What follows belongs to an exercise in optimizing a design on an open flow for small area, a short achievable clock period and few clock cycles; a production flow would make more cautious choices.
For this run, only the layout was checked, not whether the RTL still works.
Power and IR drop assume default switching activity.

### design/flow/flow/run.sh
#!/bin/bash
set -euo pipefail
bash standard.sh finish "BUFFER_PORTS_ARGS=-buffer_cell sky130_fd_sc_hd__buf_2" > standard_flow.log 2>&1
### design/flow/standard.sh
#!/bin/bash
# synth_recipe.tcl (not shown) runs the flow's synth.tcl, then flattens the netlist and writes it again
# the make line also repeats each setting of config.mk as NAME=value (left out here)
make -C /OpenROAD-flow-scripts/flow DESIGN_CONFIG=/design/flow/config.mk WORK_HOME=/design/flow/orfs CLKGATE_MAP_FILE= SYNTH_SCRIPT=/design/flow/synth_recipe.tcl "${@:-finish}"
### design/flow/config.mk
export PLATFORM = sky130hd
export DESIGN_NAME = pot_oversample_ema_hysteresis_top
export DESIGN_NICKNAME = pot_oversample_ema_hysteresis_top
export VERILOG_FILES = /design/flow/design.v
export SDC_FILE = /design/flow/constraint.sdc
export NUM_CORES = 4
export LEC_CHECK = 0
export CAP_MARGIN = 20
export CORE_MARGIN = 2
export CORE_UTILIZATION = 65
export CTS_CLUSTER_DIAMETER = 100
export CTS_CLUSTER_SIZE = 30
export SLEW_MARGIN = 20
### design/flow/constraint.sdc
create_clock -name core_clock -period 20.0 [get_ports {clk}]
set_input_delay 4.0000 -clock core_clock [delete_from_list [all_inputs] [get_ports {clk}]]
set_output_delay 4.0000 -clock core_clock [all_outputs]
set_load 0.01 [all_outputs]
### design/flow/design.v
`timescale 1ns / 1ps
package pot_ema_pkg;
    localparam int CHANNELS            = 8;
    localparam int SAMPLES_PER_AVERAGE = 16;
    localparam int CH_W     = 3;
    localparam int SAMPLE_W = 12;
    localparam int SUM_W    = 16;
    localparam int CNT_W    = 4;
    localparam int AVG_W    = 24;
    localparam int FRAC_W   = 8;
    localparam int LEVEL_W  = 16;
    localparam int WEIGHT_W = 8;
    localparam int THRESH_W = 16;
    localparam int CFG_W    = 16;
    localparam int CFG_IDX_W = 1;
    localparam logic [CNT_W-1:0] BLOCK_END = CNT_W'(SAMPLES_PER_AVERAGE % 16);
    localparam logic [WEIGHT_W-1:0] WEIGHT_RESET = 8'd26;
    localparam logic [THRESH_W-1:0] THRESH_RESET = 16'd328;
    localparam logic [CFG_IDX_W-1:0] REG_WEIGHT    = 1'b0;
    localparam logic [CFG_IDX_W-1:0] REG_THRESHOLD = 1'b1;
    typedef struct packed {
        logic [CH_W-1:0]     channel;
        logic [SAMPLE_W-1:0] sample;
    } in_t;
    typedef struct packed {
        logic [CH_W-1:0]    report_channel;
        logic [LEVEL_W-1:0] smoothed_level;
    } out_t;
    typedef struct packed {
        logic [WEIGHT_W-1:0] smoothing_weight;
        logic [THRESH_W-1:0] report_threshold;
    } cfg_t;
endpackage
`timescale 1ns / 1ps
module pot_ema_cfg (
    input  logic                            clk,
    input  logic                            rst_n,
    input  logic                            cfg_write,
    input  logic [pot_ema_pkg::CFG_IDX_W-1:0] cfg_index,
    input  logic [pot_ema_pkg::CFG_W-1:0]   cfg_data,
    output pot_ema_pkg::cfg_t               cfg
);
    pot_ema_pkg::cfg_t cfg_reg;
    always_ff @(posedge clk or negedge rst_n)
    begin
        if (!rst_n)
        begin
            cfg_reg.smoothing_weight <= pot_ema_pkg::WEIGHT_RESET;
            cfg_reg.report_threshold <= pot_ema_pkg::THRESH_RESET;
        end
        else if (cfg_write)
        begin
            unique case (cfg_index)
                pot_ema_pkg::REG_WEIGHT:
                    cfg_reg.smoothing_weight <= cfg_data[pot_ema_pkg::WEIGHT_W-1:0];
                pot_ema_pkg::REG_THRESHOLD:
                    cfg_reg.report_threshold <= cfg_data[pot_ema_pkg::THRESH_W-1:0];
                default:
                begin
                end
            endcase
        end
    end
    assign cfg = cfg_reg;
endmodule
`timescale 1ns / 1ps
module pot_ema_core (
    input  logic                     clk,
    input  logic                     rst_n,
    input  logic                     in_valid,
    output logic                     in_ready,
    input  pot_ema_pkg::in_t         in_req,
    input  pot_ema_pkg::cfg_t        cfg,
    input  logic                     hold,         
    output logic                     push,         
    output logic [2:0]               push_ch,
    input  logic [2:0]               rd_ch,        
    output logic [15:0]              rd_level
);
    localparam int NP = 8;
    logic [15:0] r_s [NP];
    logic [3:0]  r_n [NP];
    logic [23:0] r_a [NP];
    logic [15:0] r_l [NP];
    logic [NP-1:0] r_z;
    logic [NP-1:0] r_f;
    logic [2:0]  base;
    logic        done1, done2, done3;
    logic        rv;
    logic [2:0]  rch;
    logic [11:0] rx;
    logic        rdy_r;
    logic        cons;
    logic        acc;
    logic        rv_n;
    logic [2:0]  base_n;
    logic        cons_n;
    logic        rv_h;
    logic        cons_a, cons_h;
    logic        rdy_a, rdy_h;
    assign acc    = in_valid && rdy_r;
    assign base_n = base + 3'd1;
    assign rv_h   = rv && !cons;
    assign cons_a = (in_req.channel == base_n);
    assign cons_h = rv_h && (rch == base_n);
    assign rdy_a  = !hold && cons_a;
    assign rdy_h  = !hold && (!rv_h || cons_h);
    assign rv_n   = acc || rv_h;
    assign cons_n = acc ? cons_a : cons_h;
    always_ff @(posedge clk or negedge rst_n)
    begin
        if (!rst_n)
        begin
            rv    <= 1'b0;
            rdy_r <= 1'b0;
            cons  <= 1'b0;
            base  <= '0;
        end
        else
        begin
            rv    <= rv_n;
            rdy_r <= acc ? rdy_a : rdy_h;
            cons  <= cons_n;
            base  <= base_n;
        end
    end
    always_ff @(posedge clk)
    begin
        if (acc)
        begin
            rch <= in_req.channel;
            rx  <= in_req.sample;
        end
    end
    assign in_ready = rdy_r;
    logic [15:0] s0, sum0;
    logic [3:0]  n0, cnt0;
    logic [23:0] a0;
    logic        dn0;
    logic [16:0] dh0;
    always_comb
    begin
        s0   = r_z[0] ? 16'd0 : r_s[0];
        n0   = r_z[0] ? 4'd0  : r_n[0];
        a0   = r_z[0] ? 24'd0 : r_a[0];
        sum0 = s0 + 16'(rx);
        cnt0 = n0 + 4'd1;
        dn0  = cons && (n0 == 4'd15);
        dh0  = {1'b0, s0} + 17'(rx) + {1'b1, ~a0[23:8]} + 17'(a0[7:0] == 8'd0);
    end
    logic [7:0]  dl1, w1, nw1;
    logic [24:0] d1;
    logic [23:0] x1, y1;
    logic        c1;
    assign dl1 = 8'd0 - r_a[1][7:0];
    assign d1  = {r_n[1][0], r_s[1], dl1};
    assign w1  = cfg.smoothing_weight;
    assign nw1 = 8'd0 - w1;
    pot_ema_mac u_mac (
        .d  (d1),
        .w  (w1),
        .nw (nw1),
        .a  (r_a[1]),
        .x  (x1),
        .y  (y1),
        .c8 (c1)
    );
    logic [3:0]  e2;      
    logic        c2;
    logic [23:0] a2;
    assign a2 = r_a[2] + {e2, r_n[2], r_s[2]} + 24'(c2);
    logic [15:0] lvl3, l3;
    logic [17:0] up3, dn3;
    logic        rep3;
    always_comb
    begin
        lvl3 = r_a[3][23:8];
        l3   = r_l[3];
        up3  = {2'b00, lvl3} + {2'b11, ~l3} + {2'b11, ~cfg.report_threshold} + 18'd1;
        dn3  = {2'b00, l3} + {2'b11, ~lvl3} + {2'b11, ~cfg.report_threshold} + 18'd1;
        rep3 = done3 && (r_f[3] || !up3[17] || !dn3[17]);
    end
    assign push    = rep3;
    assign push_ch = base - 3'd3;
    always_ff @(posedge clk)
    begin
        r_s[1] <= dn0 ? dh0[15:0] : (cons ? sum0 : s0);
        r_n[1] <= dn0 ? {3'd0, dh0[16]} : (cons ? cnt0 : n0);
        r_a[1] <= a0;
        r_l[1] <= r_l[0];
        r_s[2] <= done1 ? y1[15:0]  : r_s[1];
        r_n[2] <= done1 ? y1[19:16] : r_n[1];
        r_a[2] <= done1 ? x1        : r_a[1];
        r_l[2] <= r_l[1];
        e2     <= y1[23:20];
        c2     <= c1;
        r_s[3] <= done2 ? 16'd0 : r_s[2];
        r_n[3] <= done2 ? 4'd0  : r_n[2];
        r_a[3] <= done2 ? a2    : r_a[2];
        r_l[3] <= r_l[2];
        r_s[4] <= r_s[3];
        r_n[4] <= r_n[3];
        r_a[4] <= r_a[3];
        r_l[4] <= rep3 ? lvl3 : r_l[3];
        for (int i = 5; i < NP; i++)
        begin
            r_s[i] <= r_s[i-1];
            r_n[i] <= r_n[i-1];
            r_a[i] <= r_a[i-1];
            r_l[i] <= r_l[i-1];
        end
        r_s[0] <= r_s[NP-1];
        r_n[0] <= r_n[NP-1];
        r_a[0] <= r_a[NP-1];
        r_l[0] <= r_l[NP-1];
    end
    always_ff @(posedge clk or negedge rst_n)
    begin
        if (!rst_n)
        begin
            r_z   <= '1;
            r_f   <= '1;
            done1 <= 1'b0;
            done2 <= 1'b0;
            done3 <= 1'b0;
        end
        else
        begin
            r_z   <= {r_z[NP-2:1], r_z[0] && !cons, r_z[NP-1]};
            r_f   <= {r_f[NP-2:4], r_f[3] && !rep3, r_f[2:0], r_f[NP-1]};
            done1 <= dn0;
            done2 <= done1;
            done3 <= done2;
        end
    end
    logic [2:0] rd_pos;
    assign rd_pos   = base - rd_ch;
    assign rd_level = r_l[rd_pos];
endmodule
module pot_ema_mac (
    input  logic [24:0] d,
    input  logic [7:0]  w,
    input  logic [7:0]  nw,
    input  logic [23:0] a,
    output logic [23:0] x,
    output logic [23:0] y,
    output logic        c8
);
    logic t1, t2, t3, t4, t5, t6, t7, t8, t9, t10, t11, t12, t13, t14, t15, t16, t17, t18, t19, t20, t21, t22, t23, t24, t25, t26, t27, t28, t29, t30, t31, t32, t33, t34, t35, t36, t37, t38, t39, t40, t41, t42, t43, t44, t45, t46, t47, t48, t49, t50, t51, t52, t53, t54, t55, t56, t57, t58, t59, t60, t61, t62, t63, t64, t65, t66, t67, t68, t69, t70, t71, t72, t73, t74, t75, t76, t77, t78, t79, t80, t81, t82, t83, t84, t85, t86, t87, t88, t89, t90, t91, t92, t93, t94, t95, t96, t97, t98, t99, t100, t101, t102, t103, t104, t105, t106, t107, t108, t109, t110, t111, t112, t113, t114, t115, t116, t117, t118, t119, t120, t121, t122, t123, t124, t125, t126, t127, t128, t129, t130, t131, t132, t133, t134, t135, t136, t137, t138, t139, t140, t141, t142, t143, t144, t145, t146, t147, t148, t149, t150, t151, t152, t153, t154, t155, t156, t157, t158, t159, t160, t161, t162, t163, t164, t165, t166, t167, t168, t169, t170, t171, t172, t173, t174, t175, t176, t177, t178, t179, t180, t181, t182, t183, t184, t185, t186, t187, t188, t189, t190, t191, t192, t193, t194;
    logic [31:0] xs, ys;
    logic [8:0]  lo;
    logic [9:0]  m1, m2, m3;
    logic p0_0, p0_1, p0_2, p0_3, p0_4, p0_5, p0_6, p0_7, p0_8, p0_9, p1_0, p1_1, p1_2, p1_3, p1_4, p1_5, p1_6, p1_7, p1_8, p1_9, p2_0, p2_1, p2_2, p2_3, p2_4, p2_5, p2_6, p2_7, p2_8, p2_9, p3_0, p3_1, p3_2, p3_3, p3_4, p3_5, p3_6, p3_7, p3_8, p3_9, p4_0, p4_1, p4_2, p4_3, p4_4, p4_5, p4_6, p4_7, p4_8, p4_9, p5_0, p5_1, p5_2, p5_3, p5_4, p5_5, p5_6, p5_7, p5_8, p5_9, p6_0, p6_1, p6_2, p6_3, p6_4, p6_5, p6_6, p6_7, p6_8, p6_9, p7_0, p7_1, p7_2, p7_3, p7_4, p7_5, p7_6, p7_7, p7_8, p7_9, p8_0, p8_1, p8_2, p8_3, p8_4, p8_5, p8_6, p8_7, p8_8, p8_9, p9_0, p9_1, p9_2, p9_3, p9_4, p9_5, p9_6, p9_7, p9_8, p9_9, p10_0, p10_1, p10_2, p10_3, p10_4, p10_5, p10_6, p10_7, p10_8, p10_9, p11_0, p11_1, p11_2, p11_3, p11_4, p11_5, p11_6, p11_7, p11_8, p11_9;
    assign m1 = {2'b00, w};
    assign m2 = {1'b0, w, 1'b0};
    assign m3 = m1 + m2;
    assign p0_0 = (d[0] & ~d[1] & m1[0]) | (~d[0] & d[1] & m2[0]) | (d[0] & d[1] & m3[0]);
    assign p0_1 = (d[0] & ~d[1] & m1[1]) | (~d[0] & d[1] & m2[1]) | (d[0] & d[1] & m3[1]);
    assign p0_2 = (d[0] & ~d[1] & m1[2]) | (~d[0] & d[1] & m2[2]) | (d[0] & d[1] & m3[2]);
    assign p0_3 = (d[0] & ~d[1] & m1[3]) | (~d[0] & d[1] & m2[3]) | (d[0] & d[1] & m3[3]);
    assign p0_4 = (d[0] & ~d[1] & m1[4]) | (~d[0] & d[1] & m2[4]) | (d[0] & d[1] & m3[4]);
    assign p0_5 = (d[0] & ~d[1] & m1[5]) | (~d[0] & d[1] & m2[5]) | (d[0] & d[1] & m3[5]);
    assign p0_6 = (d[0] & ~d[1] & m1[6]) | (~d[0] & d[1] & m2[6]) | (d[0] & d[1] & m3[6]);
    assign p0_7 = (d[0] & ~d[1] & m1[7]) | (~d[0] & d[1] & m2[7]) | (d[0] & d[1] & m3[7]);
    assign p0_8 = (d[0] & ~d[1] & m1[8]) | (~d[0] & d[1] & m2[8]) | (d[0] & d[1] & m3[8]);
    assign p0_9 = (d[0] & ~d[1] & m1[9]) | (~d[0] & d[1] & m2[9]) | (d[0] & d[1] & m3[9]);
    assign p1_0 = (d[2] & ~d[3] & m1[0]) | (~d[2] & d[3] & m2[0]) | (d[2] & d[3] & m3[0]);
    assign p1_1 = (d[2] & ~d[3] & m1[1]) | (~d[2] & d[3] & m2[1]) | (d[2] & d[3] & m3[1]);
    assign p1_2 = (d[2] & ~d[3] & m1[2]) | (~d[2] & d[3] & m2[2]) | (d[2] & d[3] & m3[2]);
    assign p1_3 = (d[2] & ~d[3] & m1[3]) | (~d[2] & d[3] & m2[3]) | (d[2] & d[3] & m3[3]);
    assign p1_4 = (d[2] & ~d[3] & m1[4]) | (~d[2] & d[3] & m2[4]) | (d[2] & d[3] & m3[4]);
    assign p1_5 = (d[2] & ~d[3] & m1[5]) | (~d[2] & d[3] & m2[5]) | (d[2] & d[3] & m3[5]);
    assign p1_6 = (d[2] & ~d[3] & m1[6]) | (~d[2] & d[3] & m2[6]) | (d[2] & d[3] & m3[6]);
    assign p1_7 = (d[2] & ~d[3] & m1[7]) | (~d[2] & d[3] & m2[7]) | (d[2] & d[3] & m3[7]);
    assign p1_8 = (d[2] & ~d[3] & m1[8]) | (~d[2] & d[3] & m2[8]) | (d[2] & d[3] & m3[8]);
    assign p1_9 = (d[2] & ~d[3] & m1[9]) | (~d[2] & d[3] & m2[9]) | (d[2] & d[3] & m3[9]);
    assign p2_0 = (d[4] & ~d[5] & m1[0]) | (~d[4] & d[5] & m2[0]) | (d[4] & d[5] & m3[0]);
    assign p2_1 = (d[4] & ~d[5] & m1[1]) | (~d[4] & d[5] & m2[1]) | (d[4] & d[5] & m3[1]);
    assign p2_2 = (d[4] & ~d[5] & m1[2]) | (~d[4] & d[5] & m2[2]) | (d[4] & d[5] & m3[2]);
    assign p2_3 = (d[4] & ~d[5] & m1[3]) | (~d[4] & d[5] & m2[3]) | (d[4] & d[5] & m3[3]);
    assign p2_4 = (d[4] & ~d[5] & m1[4]) | (~d[4] & d[5] & m2[4]) | (d[4] & d[5] & m3[4]);
    assign p2_5 = (d[4] & ~d[5] & m1[5]) | (~d[4] & d[5] & m2[5]) | (d[4] & d[5] & m3[5]);
    assign p2_6 = (d[4] & ~d[5] & m1[6]) | (~d[4] & d[5] & m2[6]) | (d[4] & d[5] & m3[6]);
    assign p2_7 = (d[4] & ~d[5] & m1[7]) | (~d[4] & d[5] & m2[7]) | (d[4] & d[5] & m3[7]);
    assign p2_8 = (d[4] & ~d[5] & m1[8]) | (~d[4] & d[5] & m2[8]) | (d[4] & d[5] & m3[8]);
    assign p2_9 = (d[4] & ~d[5] & m1[9]) | (~d[4] & d[5] & m2[9]) | (d[4] & d[5] & m3[9]);
    assign p3_0 = (d[6] & ~d[7] & m1[0]) | (~d[6] & d[7] & m2[0]) | (d[6] & d[7] & m3[0]);
    assign p3_1 = (d[6] & ~d[7] & m1[1]) | (~d[6] & d[7] & m2[1]) | (d[6] & d[7] & m3[1]);
    assign p3_2 = (d[6] & ~d[7] & m1[2]) | (~d[6] & d[7] & m2[2]) | (d[6] & d[7] & m3[2]);
    assign p3_3 = (d[6] & ~d[7] & m1[3]) | (~d[6] & d[7] & m2[3]) | (d[6] & d[7] & m3[3]);
    assign p3_4 = (d[6] & ~d[7] & m1[4]) | (~d[6] & d[7] & m2[4]) | (d[6] & d[7] & m3[4]);
    assign p3_5 = (d[6] & ~d[7] & m1[5]) | (~d[6] & d[7] & m2[5]) | (d[6] & d[7] & m3[5]);
    assign p3_6 = (d[6] & ~d[7] & m1[6]) | (~d[6] & d[7] & m2[6]) | (d[6] & d[7] & m3[6]);
    assign p3_7 = (d[6] & ~d[7] & m1[7]) | (~d[6] & d[7] & m2[7]) | (d[6] & d[7] & m3[7]);
    assign p3_8 = (d[6] & ~d[7] & m1[8]) | (~d[6] & d[7] & m2[8]) | (d[6] & d[7] & m3[8]);
    assign p3_9 = (d[6] & ~d[7] & m1[9]) | (~d[6] & d[7] & m2[9]) | (d[6] & d[7] & m3[9]);
    assign p4_0 = (d[8] & ~d[9] & m1[0]) | (~d[8] & d[9] & m2[0]) | (d[8] & d[9] & m3[0]);
    assign p4_1 = (d[8] & ~d[9] & m1[1]) | (~d[8] & d[9] & m2[1]) | (d[8] & d[9] & m3[1]);
    assign p4_2 = (d[8] & ~d[9] & m1[2]) | (~d[8] & d[9] & m2[2]) | (d[8] & d[9] & m3[2]);
    assign p4_3 = (d[8] & ~d[9] & m1[3]) | (~d[8] & d[9] & m2[3]) | (d[8] & d[9] & m3[3]);
    assign p4_4 = (d[8] & ~d[9] & m1[4]) | (~d[8] & d[9] & m2[4]) | (d[8] & d[9] & m3[4]);
    assign p4_5 = (d[8] & ~d[9] & m1[5]) | (~d[8] & d[9] & m2[5]) | (d[8] & d[9] & m3[5]);
    assign p4_6 = (d[8] & ~d[9] & m1[6]) | (~d[8] & d[9] & m2[6]) | (d[8] & d[9] & m3[6]);
    assign p4_7 = (d[8] & ~d[9] & m1[7]) | (~d[8] & d[9] & m2[7]) | (d[8] & d[9] & m3[7]);
    assign p4_8 = (d[8] & ~d[9] & m1[8]) | (~d[8] & d[9] & m2[8]) | (d[8] & d[9] & m3[8]);
    assign p4_9 = (d[8] & ~d[9] & m1[9]) | (~d[8] & d[9] & m2[9]) | (d[8] & d[9] & m3[9]);
    assign p5_0 = (d[10] & ~d[11] & m1[0]) | (~d[10] & d[11] & m2[0]) | (d[10] & d[11] & m3[0]);
    assign p5_1 = (d[10] & ~d[11] & m1[1]) | (~d[10] & d[11] & m2[1]) | (d[10] & d[11] & m3[1]);
    assign p5_2 = (d[10] & ~d[11] & m1[2]) | (~d[10] & d[11] & m2[2]) | (d[10] & d[11] & m3[2]);
    assign p5_3 = (d[10] & ~d[11] & m1[3]) | (~d[10] & d[11] & m2[3]) | (d[10] & d[11] & m3[3]);
    assign p5_4 = (d[10] & ~d[11] & m1[4]) | (~d[10] & d[11] & m2[4]) | (d[10] & d[11] & m3[4]);
    assign p5_5 = (d[10] & ~d[11] & m1[5]) | (~d[10] & d[11] & m2[5]) | (d[10] & d[11] & m3[5]);
    assign p5_6 = (d[10] & ~d[11] & m1[6]) | (~d[10] & d[11] & m2[6]) | (d[10] & d[11] & m3[6]);
    assign p5_7 = (d[10] & ~d[11] & m1[7]) | (~d[10] & d[11] & m2[7]) | (d[10] & d[11] & m3[7]);
    assign p5_8 = (d[10] & ~d[11] & m1[8]) | (~d[10] & d[11] & m2[8]) | (d[10] & d[11] & m3[8]);
    assign p5_9 = (d[10] & ~d[11] & m1[9]) | (~d[10] & d[11] & m2[9]) | (d[10] & d[11] & m3[9]);
    assign p6_0 = (d[12] & ~d[13] & m1[0]) | (~d[12] & d[13] & m2[0]) | (d[12] & d[13] & m3[0]);
    assign p6_1 = (d[12] & ~d[13] & m1[1]) | (~d[12] & d[13] & m2[1]) | (d[12] & d[13] & m3[1]);
    assign p6_2 = (d[12] & ~d[13] & m1[2]) | (~d[12] & d[13] & m2[2]) | (d[12] & d[13] & m3[2]);
    assign p6_3 = (d[12] & ~d[13] & m1[3]) | (~d[12] & d[13] & m2[3]) | (d[12] & d[13] & m3[3]);
    assign p6_4 = (d[12] & ~d[13] & m1[4]) | (~d[12] & d[13] & m2[4]) | (d[12] & d[13] & m3[4]);
    assign p6_5 = (d[12] & ~d[13] & m1[5]) | (~d[12] & d[13] & m2[5]) | (d[12] & d[13] & m3[5]);
    assign p6_6 = (d[12] & ~d[13] & m1[6]) | (~d[12] & d[13] & m2[6]) | (d[12] & d[13] & m3[6]);
    assign p6_7 = (d[12] & ~d[13] & m1[7]) | (~d[12] & d[13] & m2[7]) | (d[12] & d[13] & m3[7]);
    assign p6_8 = (d[12] & ~d[13] & m1[8]) | (~d[12] & d[13] & m2[8]) | (d[12] & d[13] & m3[8]);
    assign p6_9 = (d[12] & ~d[13] & m1[9]) | (~d[12] & d[13] & m2[9]) | (d[12] & d[13] & m3[9]);
    assign p7_0 = (d[14] & ~d[15] & m1[0]) | (~d[14] & d[15] & m2[0]) | (d[14] & d[15] & m3[0]);
    assign p7_1 = (d[14] & ~d[15] & m1[1]) | (~d[14] & d[15] & m2[1]) | (d[14] & d[15] & m3[1]);
    assign p7_2 = (d[14] & ~d[15] & m1[2]) | (~d[14] & d[15] & m2[2]) | (d[14] & d[15] & m3[2]);
    assign p7_3 = (d[14] & ~d[15] & m1[3]) | (~d[14] & d[15] & m2[3]) | (d[14] & d[15] & m3[3]);
    assign p7_4 = (d[14] & ~d[15] & m1[4]) | (~d[14] & d[15] & m2[4]) | (d[14] & d[15] & m3[4]);
    assign p7_5 = (d[14] & ~d[15] & m1[5]) | (~d[14] & d[15] & m2[5]) | (d[14] & d[15] & m3[5]);
    assign p7_6 = (d[14] & ~d[15] & m1[6]) | (~d[14] & d[15] & m2[6]) | (d[14] & d[15] & m3[6]);
    assign p7_7 = (d[14] & ~d[15] & m1[7]) | (~d[14] & d[15] & m2[7]) | (d[14] & d[15] & m3[7]);
    assign p7_8 = (d[14] & ~d[15] & m1[8]) | (~d[14] & d[15] & m2[8]) | (d[14] & d[15] & m3[8]);
    assign p7_9 = (d[14] & ~d[15] & m1[9]) | (~d[14] & d[15] & m2[9]) | (d[14] & d[15] & m3[9]);
    assign p8_0 = (d[16] & ~d[17] & m1[0]) | (~d[16] & d[17] & m2[0]) | (d[16] & d[17] & m3[0]);
    assign p8_1 = (d[16] & ~d[17] & m1[1]) | (~d[16] & d[17] & m2[1]) | (d[16] & d[17] & m3[1]);
    assign p8_2 = (d[16] & ~d[17] & m1[2]) | (~d[16] & d[17] & m2[2]) | (d[16] & d[17] & m3[2]);
    assign p8_3 = (d[16] & ~d[17] & m1[3]) | (~d[16] & d[17] & m2[3]) | (d[16] & d[17] & m3[3]);
    assign p8_4 = (d[16] & ~d[17] & m1[4]) | (~d[16] & d[17] & m2[4]) | (d[16] & d[17] & m3[4]);
    assign p8_5 = (d[16] & ~d[17] & m1[5]) | (~d[16] & d[17] & m2[5]) | (d[16] & d[17] & m3[5]);
    assign p8_6 = (d[16] & ~d[17] & m1[6]) | (~d[16] & d[17] & m2[6]) | (d[16] & d[17] & m3[6]);
    assign p8_7 = (d[16] & ~d[17] & m1[7]) | (~d[16] & d[17] & m2[7]) | (d[16] & d[17] & m3[7]);
    assign p8_8 = (d[16] & ~d[17] & m1[8]) | (~d[16] & d[17] & m2[8]) | (d[16] & d[17] & m3[8]);
    assign p8_9 = (d[16] & ~d[17] & m1[9]) | (~d[16] & d[17] & m2[9]) | (d[16] & d[17] & m3[9]);
    assign p9_0 = (d[18] & ~d[19] & m1[0]) | (~d[18] & d[19] & m2[0]) | (d[18] & d[19] & m3[0]);
    assign p9_1 = (d[18] & ~d[19] & m1[1]) | (~d[18] & d[19] & m2[1]) | (d[18] & d[19] & m3[1]);
    assign p9_2 = (d[18] & ~d[19] & m1[2]) | (~d[18] & d[19] & m2[2]) | (d[18] & d[19] & m3[2]);
    assign p9_3 = (d[18] & ~d[19] & m1[3]) | (~d[18] & d[19] & m2[3]) | (d[18] & d[19] & m3[3]);
    assign p9_4 = (d[18] & ~d[19] & m1[4]) | (~d[18] & d[19] & m2[4]) | (d[18] & d[19] & m3[4]);
    assign p9_5 = (d[18] & ~d[19] & m1[5]) | (~d[18] & d[19] & m2[5]) | (d[18] & d[19] & m3[5]);
    assign p9_6 = (d[18] & ~d[19] & m1[6]) | (~d[18] & d[19] & m2[6]) | (d[18] & d[19] & m3[6]);
    assign p9_7 = (d[18] & ~d[19] & m1[7]) | (~d[18] & d[19] & m2[7]) | (d[18] & d[19] & m3[7]);
    assign p9_8 = (d[18] & ~d[19] & m1[8]) | (~d[18] & d[19] & m2[8]) | (d[18] & d[19] & m3[8]);
    assign p9_9 = (d[18] & ~d[19] & m1[9]) | (~d[18] & d[19] & m2[9]) | (d[18] & d[19] & m3[9]);
    assign p10_0 = (d[20] & ~d[21] & m1[0]) | (~d[20] & d[21] & m2[0]) | (d[20] & d[21] & m3[0]);
    assign p10_1 = (d[20] & ~d[21] & m1[1]) | (~d[20] & d[21] & m2[1]) | (d[20] & d[21] & m3[1]);
    assign p10_2 = (d[20] & ~d[21] & m1[2]) | (~d[20] & d[21] & m2[2]) | (d[20] & d[21] & m3[2]);
    assign p10_3 = (d[20] & ~d[21] & m1[3]) | (~d[20] & d[21] & m2[3]) | (d[20] & d[21] & m3[3]);
    assign p10_4 = (d[20] & ~d[21] & m1[4]) | (~d[20] & d[21] & m2[4]) | (d[20] & d[21] & m3[4]);
    assign p10_5 = (d[20] & ~d[21] & m1[5]) | (~d[20] & d[21] & m2[5]) | (d[20] & d[21] & m3[5]);
    assign p10_6 = (d[20] & ~d[21] & m1[6]) | (~d[20] & d[21] & m2[6]) | (d[20] & d[21] & m3[6]);
    assign p10_7 = (d[20] & ~d[21] & m1[7]) | (~d[20] & d[21] & m2[7]) | (d[20] & d[21] & m3[7]);
    assign p10_8 = (d[20] & ~d[21] & m1[8]) | (~d[20] & d[21] & m2[8]) | (d[20] & d[21] & m3[8]);
    assign p10_9 = (d[20] & ~d[21] & m1[9]) | (~d[20] & d[21] & m2[9]) | (d[20] & d[21] & m3[9]);
    assign p11_0 = (d[22] & ~d[23] & m1[0]) | (~d[22] & d[23] & m2[0]) | (d[22] & d[23] & m3[0]);
    assign p11_1 = (d[22] & ~d[23] & m1[1]) | (~d[22] & d[23] & m2[1]) | (d[22] & d[23] & m3[1]);
    assign p11_2 = (d[22] & ~d[23] & m1[2]) | (~d[22] & d[23] & m2[2]) | (d[22] & d[23] & m3[2]);
    assign p11_3 = (d[22] & ~d[23] & m1[3]) | (~d[22] & d[23] & m2[3]) | (d[22] & d[23] & m3[3]);
    assign p11_4 = (d[22] & ~d[23] & m1[4]) | (~d[22] & d[23] & m2[4]) | (d[22] & d[23] & m3[4]);
    assign p11_5 = (d[22] & ~d[23] & m1[5]) | (~d[22] & d[23] & m2[5]) | (d[22] & d[23] & m3[5]);
    assign p11_6 = (d[22] & ~d[23] & m1[6]) | (~d[22] & d[23] & m2[6]) | (d[22] & d[23] & m3[6]);
    assign p11_7 = (d[22] & ~d[23] & m1[7]) | (~d[22] & d[23] & m2[7]) | (d[22] & d[23] & m3[7]);
    assign p11_8 = (d[22] & ~d[23] & m1[8]) | (~d[22] & d[23] & m2[8]) | (d[22] & d[23] & m3[8]);
    assign p11_9 = (d[22] & ~d[23] & m1[9]) | (~d[22] & d[23] & m2[9]) | (d[22] & d[23] & m3[9]);
    assign t1 = p0_7 ^ p1_5;
    assign t2 = p0_7 & p1_5;
    assign t3 = p0_8 ^ p1_6 ^ p2_4;
    assign t4 = (p0_8 & p1_6) | (p0_8 & p2_4) | (p1_6 & p2_4);
    assign t5 = p3_2 ^ p4_0;
    assign t6 = p3_2 & p4_0;
    assign t7 = p0_9 ^ p1_7 ^ p2_5;
    assign t8 = (p0_9 & p1_7) | (p0_9 & p2_5) | (p1_7 & p2_5);
    assign t9 = p3_3 ^ p4_1 ^ a[1];
    assign t10 = (p3_3 & p4_1) | (p3_3 & a[1]) | (p4_1 & a[1]);
    assign t11 = p1_8 ^ p2_6 ^ p3_4;
    assign t12 = (p1_8 & p2_6) | (p1_8 & p3_4) | (p2_6 & p3_4);
    assign t13 = p4_2 ^ p5_0 ^ a[2];
    assign t14 = (p4_2 & p5_0) | (p4_2 & a[2]) | (p5_0 & a[2]);
    assign t15 = p1_9 ^ p2_7 ^ p3_5;
    assign t16 = (p1_9 & p2_7) | (p1_9 & p3_5) | (p2_7 & p3_5);
    assign t17 = p4_3 ^ p5_1 ^ a[3];
    assign t18 = (p4_3 & p5_1) | (p4_3 & a[3]) | (p5_1 & a[3]);
    assign t19 = p2_8 ^ p3_6 ^ p4_4;
    assign t20 = (p2_8 & p3_6) | (p2_8 & p4_4) | (p3_6 & p4_4);
    assign t21 = p5_2 ^ p6_0 ^ a[4];
    assign t22 = (p5_2 & p6_0) | (p5_2 & a[4]) | (p6_0 & a[4]);
    assign t23 = p2_9 ^ p3_7 ^ p4_5;
    assign t24 = (p2_9 & p3_7) | (p2_9 & p4_5) | (p3_7 & p4_5);
    assign t25 = p5_3 ^ p6_1 ^ a[5];
    assign t26 = (p5_3 & p6_1) | (p5_3 & a[5]) | (p6_1 & a[5]);
    assign t27 = p3_8 ^ p4_6 ^ p5_4;
    assign t28 = (p3_8 & p4_6) | (p3_8 & p5_4) | (p4_6 & p5_4);
    assign t29 = p6_2 ^ p7_0 ^ a[6];
    assign t30 = (p6_2 & p7_0) | (p6_2 & a[6]) | (p7_0 & a[6]);
    assign t31 = p3_9 ^ p4_7 ^ p5_5;
    assign t32 = (p3_9 & p4_7) | (p3_9 & p5_5) | (p4_7 & p5_5);
    assign t33 = p6_3 ^ p7_1 ^ a[7];
    assign t34 = (p6_3 & p7_1) | (p6_3 & a[7]) | (p7_1 & a[7]);
    assign t35 = p4_8 ^ p5_6 ^ p6_4;
    assign t36 = (p4_8 & p5_6) | (p4_8 & p6_4) | (p5_6 & p6_4);
    assign t37 = p7_2 ^ p8_0 ^ a[8];
    assign t38 = (p7_2 & p8_0) | (p7_2 & a[8]) | (p8_0 & a[8]);
    assign t39 = p4_9 ^ p5_7 ^ p6_5;
    assign t40 = (p4_9 & p5_7) | (p4_9 & p6_5) | (p5_7 & p6_5);
    assign t41 = p7_3 ^ p8_1 ^ a[9];
    assign t42 = (p7_3 & p8_1) | (p7_3 & a[9]) | (p8_1 & a[9]);
    assign t43 = p5_8 ^ p6_6 ^ p7_4;
    assign t44 = (p5_8 & p6_6) | (p5_8 & p7_4) | (p6_6 & p7_4);
    assign t45 = p8_2 ^ p9_0 ^ a[10];
    assign t46 = (p8_2 & p9_0) | (p8_2 & a[10]) | (p9_0 & a[10]);
    assign t47 = p5_9 ^ p6_7 ^ p7_5;
    assign t48 = (p5_9 & p6_7) | (p5_9 & p7_5) | (p6_7 & p7_5);
    assign t49 = p8_3 ^ p9_1 ^ a[11];
    assign t50 = (p8_3 & p9_1) | (p8_3 & a[11]) | (p9_1 & a[11]);
    assign t51 = p6_8 ^ p7_6 ^ p8_4;
    assign t52 = (p6_8 & p7_6) | (p6_8 & p8_4) | (p7_6 & p8_4);
    assign t53 = p9_2 ^ p10_0 ^ a[12];
    assign t54 = (p9_2 & p10_0) | (p9_2 & a[12]) | (p10_0 & a[12]);
    assign t55 = p6_9 ^ p7_7 ^ p8_5;
    assign t56 = (p6_9 & p7_7) | (p6_9 & p8_5) | (p7_7 & p8_5);
    assign t57 = p9_3 ^ p10_1 ^ a[13];
    assign t58 = (p9_3 & p10_1) | (p9_3 & a[13]) | (p10_1 & a[13]);
    assign t59 = p7_8 ^ p8_6 ^ p9_4;
    assign t60 = (p7_8 & p8_6) | (p7_8 & p9_4) | (p8_6 & p9_4);
    assign t61 = p10_2 ^ p11_0 ^ a[14];
    assign t62 = (p10_2 & p11_0) | (p10_2 & a[14]) | (p11_0 & a[14]);
    assign t63 = p7_9 ^ p8_7 ^ p9_5;
    assign t64 = (p7_9 & p8_7) | (p7_9 & p9_5) | (p8_7 & p9_5);
    assign t65 = p10_3 ^ p11_1 ^ a[15];
    assign t66 = (p10_3 & p11_1) | (p10_3 & a[15]) | (p11_1 & a[15]);
    assign t67 = p8_8 ^ p9_6 ^ p10_4;
    assign t68 = (p8_8 & p9_6) | (p8_8 & p10_4) | (p9_6 & p10_4);
    assign t69 = p11_2 ^ (d[24] & nw[0]) ^ a[16];
    assign t70 = (p11_2 & (d[24] & nw[0])) | (p11_2 & a[16]) | ((d[24] & nw[0]) & a[16]);
    assign t71 = p8_9 ^ p9_7 ^ p10_5;
    assign t72 = (p8_9 & p9_7) | (p8_9 & p10_5) | (p9_7 & p10_5);
    assign t73 = p11_3 ^ (d[24] & nw[1]) ^ a[17];
    assign t74 = (p11_3 & (d[24] & nw[1])) | (p11_3 & a[17]) | ((d[24] & nw[1]) & a[17]);
    assign t75 = p9_8 ^ p10_6 ^ p11_4;
    assign t76 = (p9_8 & p10_6) | (p9_8 & p11_4) | (p10_6 & p11_4);
    assign t77 = (d[24] & nw[2]) ^ a[18];
    assign t78 = (d[24] & nw[2]) & a[18];
    assign t79 = p9_9 ^ p10_7 ^ p11_5;
    assign t80 = (p9_9 & p10_7) | (p9_9 & p11_5) | (p10_7 & p11_5);
    assign t81 = (d[24] & nw[3]) ^ a[19];
    assign t82 = (d[24] & nw[3]) & a[19];
    assign t83 = p10_8 ^ p11_6 ^ (d[24] & nw[4]);
    assign t84 = (p10_8 & p11_6) | (p10_8 & (d[24] & nw[4])) | (p11_6 & (d[24] & nw[4]));
    assign t85 = p10_9 ^ p11_7;
    assign t86 = p10_9 & p11_7;
    assign t87 = p0_6 ^ p1_4;
    assign t88 = p0_6 & p1_4;
    assign t89 = t1 ^ p2_3 ^ p3_1;
    assign t90 = (t1 & p2_3) | (t1 & p3_1) | (p2_3 & p3_1);
    assign t91 = t2 ^ t3 ^ t5;
    assign t92 = (t2 & t3) | (t2 & t5) | (t3 & t5);
    assign t93 = t4 ^ t6 ^ t7;
    assign t94 = (t4 & t6) | (t4 & t7) | (t6 & t7);
    assign t95 = t8 ^ t10 ^ t11;
    assign t96 = (t8 & t10) | (t8 & t11) | (t10 & t11);
    assign t97 = t12 ^ t14 ^ t15;
    assign t98 = (t12 & t14) | (t12 & t15) | (t14 & t15);
    assign t99 = t16 ^ t18 ^ t19;
    assign t100 = (t16 & t18) | (t16 & t19) | (t18 & t19);
    assign t101 = t20 ^ t22 ^ t23;
    assign t102 = (t20 & t22) | (t20 & t23) | (t22 & t23);
    assign t103 = t24 ^ t26 ^ t27;
    assign t104 = (t24 & t26) | (t24 & t27) | (t26 & t27);
    assign t105 = t28 ^ t30 ^ t31;
    assign t106 = (t28 & t30) | (t28 & t31) | (t30 & t31);
    assign t107 = t32 ^ t34 ^ t35;
    assign t108 = (t32 & t34) | (t32 & t35) | (t34 & t35);
    assign t109 = t36 ^ t38 ^ t39;
    assign t110 = (t36 & t38) | (t36 & t39) | (t38 & t39);
    assign t111 = t40 ^ t42 ^ t43;
    assign t112 = (t40 & t42) | (t40 & t43) | (t42 & t43);
    assign t113 = t44 ^ t46 ^ t47;
    assign t114 = (t44 & t46) | (t44 & t47) | (t46 & t47);
    assign t115 = t48 ^ t50 ^ t51;
    assign t116 = (t48 & t50) | (t48 & t51) | (t50 & t51);
    assign t117 = t52 ^ t54 ^ t55;
    assign t118 = (t52 & t54) | (t52 & t55) | (t54 & t55);
    assign t119 = t56 ^ t58 ^ t59;
    assign t120 = (t56 & t58) | (t56 & t59) | (t58 & t59);
    assign t121 = t60 ^ t62 ^ t63;
    assign t122 = (t60 & t62) | (t60 & t63) | (t62 & t63);
    assign t123 = t64 ^ t66 ^ t67;
    assign t124 = (t64 & t66) | (t64 & t67) | (t66 & t67);
    assign t125 = t68 ^ t70 ^ t71;
    assign t126 = (t68 & t70) | (t68 & t71) | (t70 & t71);
    assign t127 = t72 ^ t74 ^ t75;
    assign t128 = (t72 & t74) | (t72 & t75) | (t74 & t75);
    assign t129 = t76 ^ t78 ^ t79;
    assign t130 = (t76 & t78) | (t76 & t79) | (t78 & t79);
    assign t131 = t80 ^ t82 ^ t83;
    assign t132 = (t80 & t82) | (t80 & t83) | (t82 & t83);
    assign t133 = t84 ^ t85 ^ (d[24] & nw[5]);
    assign t134 = (t84 & t85) | (t84 & (d[24] & nw[5])) | (t85 & (d[24] & nw[5]));
    assign t135 = t86 ^ p11_8 ^ (d[24] & nw[6]);
    assign t136 = (t86 & p11_8) | (t86 & (d[24] & nw[6])) | (p11_8 & (d[24] & nw[6]));
    assign t137 = p11_9 ^ (d[24] & nw[7]);
    assign t138 = p11_9 & (d[24] & nw[7]);
    assign t139 = p0_4 ^ p1_2;
    assign t140 = p0_4 & p1_2;
    assign t141 = p0_5 ^ p1_3 ^ p2_1;
    assign t142 = (p0_5 & p1_3) | (p0_5 & p2_1) | (p1_3 & p2_1);
    assign t143 = t87 ^ p2_2 ^ p3_0;
    assign t144 = (t87 & p2_2) | (t87 & p3_0) | (p2_2 & p3_0);
    assign t145 = t88 ^ t89 ^ 1'b1;
    assign t146 = (t88 & t89) | (t88 & 1'b1) | (t89 & 1'b1);
    assign t147 = t90 ^ t91 ^ a[0];
    assign t148 = (t90 & t91) | (t90 & a[0]) | (t91 & a[0]);
    assign t149 = t92 ^ t93 ^ t9;
    assign t150 = (t92 & t93) | (t92 & t9) | (t93 & t9);
    assign t151 = t94 ^ t95 ^ t13;
    assign t152 = (t94 & t95) | (t94 & t13) | (t95 & t13);
    assign t153 = t96 ^ t97 ^ t17;
    assign t154 = (t96 & t97) | (t96 & t17) | (t97 & t17);
    assign t155 = t98 ^ t99 ^ t21;
    assign t156 = (t98 & t99) | (t98 & t21) | (t99 & t21);
    assign t157 = t100 ^ t101 ^ t25;
    assign t158 = (t100 & t101) | (t100 & t25) | (t101 & t25);
    assign t159 = t102 ^ t103 ^ t29;
    assign t160 = (t102 & t103) | (t102 & t29) | (t103 & t29);
    assign t161 = t104 ^ t105 ^ t33;
    assign t162 = (t104 & t105) | (t104 & t33) | (t105 & t33);
    assign t163 = t106 ^ t107 ^ t37;
    assign t164 = (t106 & t107) | (t106 & t37) | (t107 & t37);
    assign t165 = t108 ^ t109 ^ t41;
    assign t166 = (t108 & t109) | (t108 & t41) | (t109 & t41);
    assign t167 = t110 ^ t111 ^ t45;
    assign t168 = (t110 & t111) | (t110 & t45) | (t111 & t45);
    assign t169 = t112 ^ t113 ^ t49;
    assign t170 = (t112 & t113) | (t112 & t49) | (t113 & t49);
    assign t171 = t114 ^ t115 ^ t53;
    assign t172 = (t114 & t115) | (t114 & t53) | (t115 & t53);
    assign t173 = t116 ^ t117 ^ t57;
    assign t174 = (t116 & t117) | (t116 & t57) | (t117 & t57);
    assign t175 = t118 ^ t119 ^ t61;
    assign t176 = (t118 & t119) | (t118 & t61) | (t119 & t61);
    assign t177 = t120 ^ t121 ^ t65;
    assign t178 = (t120 & t121) | (t120 & t65) | (t121 & t65);
    assign t179 = t122 ^ t123 ^ t69;
    assign t180 = (t122 & t123) | (t122 & t69) | (t123 & t69);
    assign t181 = t124 ^ t125 ^ t73;
    assign t182 = (t124 & t125) | (t124 & t73) | (t125 & t73);
    assign t183 = t126 ^ t127 ^ t77;
    assign t184 = (t126 & t127) | (t126 & t77) | (t127 & t77);
    assign t185 = t128 ^ t129 ^ t81;
    assign t186 = (t128 & t129) | (t128 & t81) | (t129 & t81);
    assign t187 = t130 ^ t131 ^ a[20];
    assign t188 = (t130 & t131) | (t130 & a[20]) | (t131 & a[20]);
    assign t189 = t132 ^ t133 ^ a[21];
    assign t190 = (t132 & t133) | (t132 & a[21]) | (t133 & a[21]);
    assign t191 = t134 ^ t135 ^ a[22];
    assign t192 = (t134 & t135) | (t134 & a[22]) | (t135 & a[22]);
    assign t193 = t136 ^ t137 ^ a[23];
    assign t194 = (t136 & t137) | (t136 & a[23]) | (t137 & a[23]);
    assign xs = {t192, t190, t188, t186, t184, t182, t180, t178, t176, t174, t172, t170, t168, t166, t164, t162, t160, t158, t156, t154, t152, t150, t148, t146, t144, t142, t140, t139, p0_3, p0_2, p0_1, p0_0};
    assign ys = {t193, t191, t189, t187, t185, t183, t181, t179, t177, t175, t173, t171, t169, t167, t165, t163, t161, t159, t157, t155, t153, t151, t149, t147, t145, t143, t141, p2_0, p1_1, p1_0, 1'b0, 1'b0};
    assign lo = {1'b0, xs[7:0]} + {1'b0, ys[7:0]};
    assign c8 = lo[8];
    assign x  = xs[31:8];
    assign y  = ys[31:8];
endmodule
`timescale 1ns / 1ps
module pot_ema_out (
    input  logic               clk,
    input  logic               rst_n,
    input  logic               push,
    input  logic [2:0]         push_ch,
    output logic [2:0]         rd_ch,
    input  logic [15:0]        rd_level,
    output logic               hold,
    output logic               out_valid,
    input  logic               out_ready,
    output pot_ema_pkg::out_t  out_req
);
    logic [2:0] q_ch [8];
    logic [2:0] wp, rp;
    logic [3:0] cnt;
    logic [5:0] age;
    logic       valid_reg;
    logic       pop;
    pot_ema_pkg::out_t data_reg;
    logic       ne, free;
    logic [3:0] cnt_pop, cnt_hold;
    assign ne       = (cnt != 4'd0);
    assign free     = !valid_reg || out_ready;
    assign pop      = ne && free;
    assign cnt_hold = cnt + 4'(push);
    assign cnt_pop  = cnt_hold - 4'd1;
    assign rd_ch    = q_ch[rp];
    assign hold     = age[5];
    always_ff @(posedge clk or negedge rst_n)
    begin
        if (!rst_n)
        begin
            wp        <= '0;
            rp        <= '0;
            cnt       <= '0;
            age       <= '0;
            valid_reg <= 1'b0;
        end
        else
        begin
            if (push)
                wp <= wp + 3'd1;
            if (pop)
                rp <= rp + 3'd1;
            cnt <= pop ? cnt_pop : cnt_hold;
            if (!ne)
                age <= '0;
            else if (!age[5])
                age <= age + 6'd1;
            if (free)
                valid_reg <= ne;
        end
    end
    always_ff @(posedge clk)
    begin
        if (push)
            q_ch[wp] <= push_ch;
        if (pop)
        begin
            data_reg.report_channel <= rd_ch;
            data_reg.smoothed_level <= rd_level;
        end
    end
    assign out_valid = valid_reg;
    assign out_req   = data_reg;
endmodule
`timescale 1ns / 1ps
module pot_oversample_ema_hysteresis_top (
    input  logic                              clk,
    input  logic                              rst_n,
    input  logic                              in_valid,
    output logic                              in_ready,
    input  logic [14:0]                       in_req,
    output logic                              out_valid,
    input  logic                              out_ready,
    output logic [18:0]                       out_req,
    input  logic                              cfg_write,
    input  logic [pot_ema_pkg::CFG_IDX_W-1:0] cfg_index,
    input  logic [pot_ema_pkg::CFG_W-1:0]     cfg_data
);
    pot_ema_pkg::cfg_t cfg;
    pot_ema_pkg::in_t  in_req_s;
    pot_ema_pkg::out_t out_req_s;
    assign in_req_s = in_req;
    assign out_req  = out_req_s;
    logic        hold;
    logic        push;
    logic [2:0]  push_ch;
    logic [2:0]  rd_ch;
    logic [15:0] rd_level;
    pot_ema_cfg u_cfg (
        .clk       (clk),
        .rst_n     (rst_n),
        .cfg_write (cfg_write),
        .cfg_index (cfg_index),
        .cfg_data  (cfg_data),
        .cfg       (cfg)
    );
    pot_ema_core u_core (
        .clk       (clk),
        .rst_n     (rst_n),
        .in_valid  (in_valid),
        .in_ready  (in_ready),
        .in_req    (in_req_s),
        .cfg       (cfg),
        .hold      (hold),
        .push      (push),
        .push_ch   (push_ch),
        .rd_ch     (rd_ch),
        .rd_level  (rd_level)
    );
    pot_ema_out u_out (
        .clk       (clk),
        .rst_n     (rst_n),
        .push      (push),
        .push_ch   (push_ch),
        .rd_ch     (rd_ch),
        .rd_level  (rd_level),
        .hold      (hold),
        .out_valid (out_valid),
        .out_ready (out_ready),
        .out_req   (out_req_s)
    );
endmodule
==> flow_summary.ini <==
[timing]
period_minus_slack_ps = 5760
setup_viol = 0
rsz0062_at_grt = false
fin_tns_setup_ps = 0
maxSlewHeadroom_pct = 29.3
max_freq_ghz = 0.174
post-route-period-util_pct = 28.8
hold_viol = 0
slew_viol_final = 0
worst_slew_pin_slew_ps = 1060
holdWs_ps = 324
fin_worst_skew_ps = 21.1

[synthesis]
synth_cell_types = 77
synthesis.area_um2 = 26300
yosysMostFrequentCell = dfxtp_1
synth_top_area_cell = dfxtp_1
synth_nets = 2669
synth.avg_cell_area_um2 = 11.1
synth_ff_type = dfxtp_1
syn_inst = 2375
synth_top_area_share_pct = 37.0
synth_top_cells_by_count = dfxtp_1, inv_1, nand2_1
synth-edff-count = 58
synth_warnings = 11
ys_seq_elements = 609
synth_area_leaders = dfxtp_1, fa_1, edfxtp_1
ys_seq_area_share_pct = 50.0
async_flop_share_pct = 10.8

[worst_setup_path]
crit_type = reg -> reg
path_delay_family = adder cells
critical_path.max_fanout = 25
critical_path_arrival_ps = 6250
slowest_stage = dfrtp_1
slowest_delay_ps = 970
cp-start-kind = flip-flop
cp_common_cell = fa_1
critical_path_required_ps = 20490
path_cells = inv_1 -> ha_1 -> a21o_1 -> a21oi_1 -> o21bai_1 -> a21oi_1 -> o21bai_1 -> a21o_1 -> maj3_1 -> a211oi_1 -> a31oi_1 -> fa_1 -> fa_1 -> inv_1 -> fa_1 -> mux2_2
cp_num_buf_inv = 2
cp-end-kind = flip-flop

[power_and_ir_drop]
ir_drop_uv = 75.6
p_per_area_nw_per_um2 = 108
p_total_mw = 2.98
p_leak_nw = 11.7

[layout]
top_register = u_core.r_a
n_antenna_cell = 0
post-route-util_pct = 69.4
largest_register_ff_count = 192
area_growth_pct = 5.32
nNetsFinal = 2656
drive_gt1_share_pct = 9.83
fin_area_um2 = 27700
largest_registers = u_core.r_a (192), u_core.r_l (128), u_core.r_s (128)

[clock_tree]
cts_root_buffer = clkbuf_16
clk_latency_ps = 590
cts_buffers = 24
post_cts_buffers = 0
clkSinkCount = 609
clk_pin_slew_ps = 120
cts_hold_buf = 0
clockBufferDepth = 3
htreeDepth = 1
postCtsResizedCells = 0
cts_tree = built

[floorplan]
core-area_um2 = 39800
num_rows = 73
start_util_pct = 65.9
die_width_um = 205
die_area_um2 = 42000
die_h_um = 205
ioPinCount = 58

[global_routing]
grt_pass1_wl_um = 91000
grt_start_max_net_pins = 67
grt_pass1_vias = 17092
grt_overflow_total = 0
antenna_found_initial = 1
grt_use_total_pct = 27.9

[place]
post_dp_cell_area_um2 = 26900
hpwl_um = 41500
io_buffers = 57
gp_congestion = 0.926

[outcome]
status = complete, no violations

[route]
drt_wl_total_um = 57100
dr.pass1.iters = 5
ant_nets = 0
viasPerCell = 5.70
drc = 0
wl_per_cell_um = 19.6
via_count = 16563
drt-initial-drc-count = 1139

[hold_path]
hold_class = reg -> reg

[flow_run]
maxCapViolations = 0
-- final timing paths --
path / cells after the start / slack, ps / end / start
worst max-delay path: 16 / 14240 / u_core.r_s[2][6]$_DFF_P_ / u_cfg.cfg_reg[18]$_DFFE_PN0P_
worst min-delay path: 0 / 320 / u_core.r_a[7][13]$_DFF_P_ / u_core.r_a[6][13]$_DFF_P_
worst max register to register: 16 / 14240 / u_core.r_s[2][6]$_DFF_P_ / u_cfg.cfg_reg[18]$_DFFE_PN0P_
worst min register to register: 0 / 320 / u_core.r_a[7][13]$_DFF_P_ / u_core.r_a[6][13]$_DFF_P_
max in group asynchronous: 1 / 16000 / u_cfg.cfg_reg[14]$_DFFE_PN0P_ / rst_n
min in group asynchronous: 1 / 3430 / u_core.done1$_DFF_PN0_ / rst_n
-- layer usage --
| metal | GRT usage, % | share of wire [%] | wire length (µm) |
|---|---|---|---|
| met1 | 38.5 | 45 | 25600 |
| met2 | 46.3 | 47 | 26600 |
| met3 | 3.79 | 5.6 | 3210 |
| met4 | 8.07 | 2.9 | 1640 |
| met5 | 0 | 0 | 0 |
-- where the power goes --
part / switching (mW) / internal, mW / leakage, nW / total (mW)
clock network: 0.363 / 0.241 / 0.340 / 0.604
logic: 0.499 / 0.375 / 6.07 / 0.874
registers: 0.127 / 1.38 / 5.27 / 1.50
-- worst reg2reg max path, stage by stage (launching register included) --
cell	delay [ps]
dfrtp_1	970
inv_1	270
ha_1	340
a21o_1	160
a21oi_1	300
o21bai_1	100
a21oi_1	310
o21bai_1	100
a21o_1	450
maj3_1	480
a211oi_1	260
a31oi_1	100
fa_1	540
fa_1	500
inv_1	60
fa_1	450
mux2_2	270
-- logic make-up after synthesis --
kind of cell / share of synthesized area [%]
DFF: 50.0
and+or+nand+nor: 8.72
AOI/OAI and AO/OA: 10.9
buffers and inverters: 5.12
adders and majority gates: 16.2
muxes: 5.79
xor gates and xnor gates: 3.24
-- cell usage in the layout (no fill, tap or decap), drive strengths merged, types with 18 or more instances in the layout --
cell type  netlist  routed
a211oi          18      18
a21o            21      21
a21oi           97      97
a22o            30      30
a22oi           42      42
and2            20      20
buf             21      74
clkbuf          92      42
dfrtp           44      44
dfstp           22      22
dfxtp          485     485
edfxtp          58      58
fa             135     135
ha             122     122
inv            241     243
mux2            77      77
mux2i           30      30
nand2          192     192
nand3           22      22
nor2            88      88
nor2b           71      71
nor3            23      23
o21ai          144     144
xnor2           66      66
xor2            31      31
-- cell type report --
type,count,area (µm²)
fill,3015,12200
tap,525,657
inverter,242,908
multi-input combinational,1411,11800
timing repair buffer,74,419
clock inverter,2,22.5
clock buffer,42,689
sequential,609,13100
-- per-stage QoR --
| step | worst slack, ps | instances |
|---|---|---|
| 2_1_floorplan | 14090 | 2375 |
| 3_3_place_gp | 14480 | 2861 |
| 3_5_place_dp | 14330 | 2861 |
| 4_1_cts | 14310 | 2905 |
| 5_1_grt | 13890 | 2905 |
| 6_report | 14240 | 2905 |

## separate check: timing with driven ports
The flow's constraints put no driver on any port. The routed layout listed below was extracted and timed again, unchanged, in two steps.
Step 1: set_driving_cell puts a clkbuf_16 on clk and a buf_2 on each other input, an assumption about the parent block.
Step 2 times the ports against the registers' clock, not the clock port: input delays grow and output delays shrink by t, the midpoint of the rising clock arrivals with the driver on.
a / b / c = ideal / step 1 / step 2; a / b = the first two.
shift t [ns]: 0.633
slack for setup (ns): 14.238 / 14.238 / 14.238
worst setup path at the end: register to register
slew at the worst register clock pin (ns): 0.12 / 0.12
After both steps this run still meets setup and hold. The setup slack of this run moves by 0.000 ns with the drivers and by 0.000 ns with both steps.
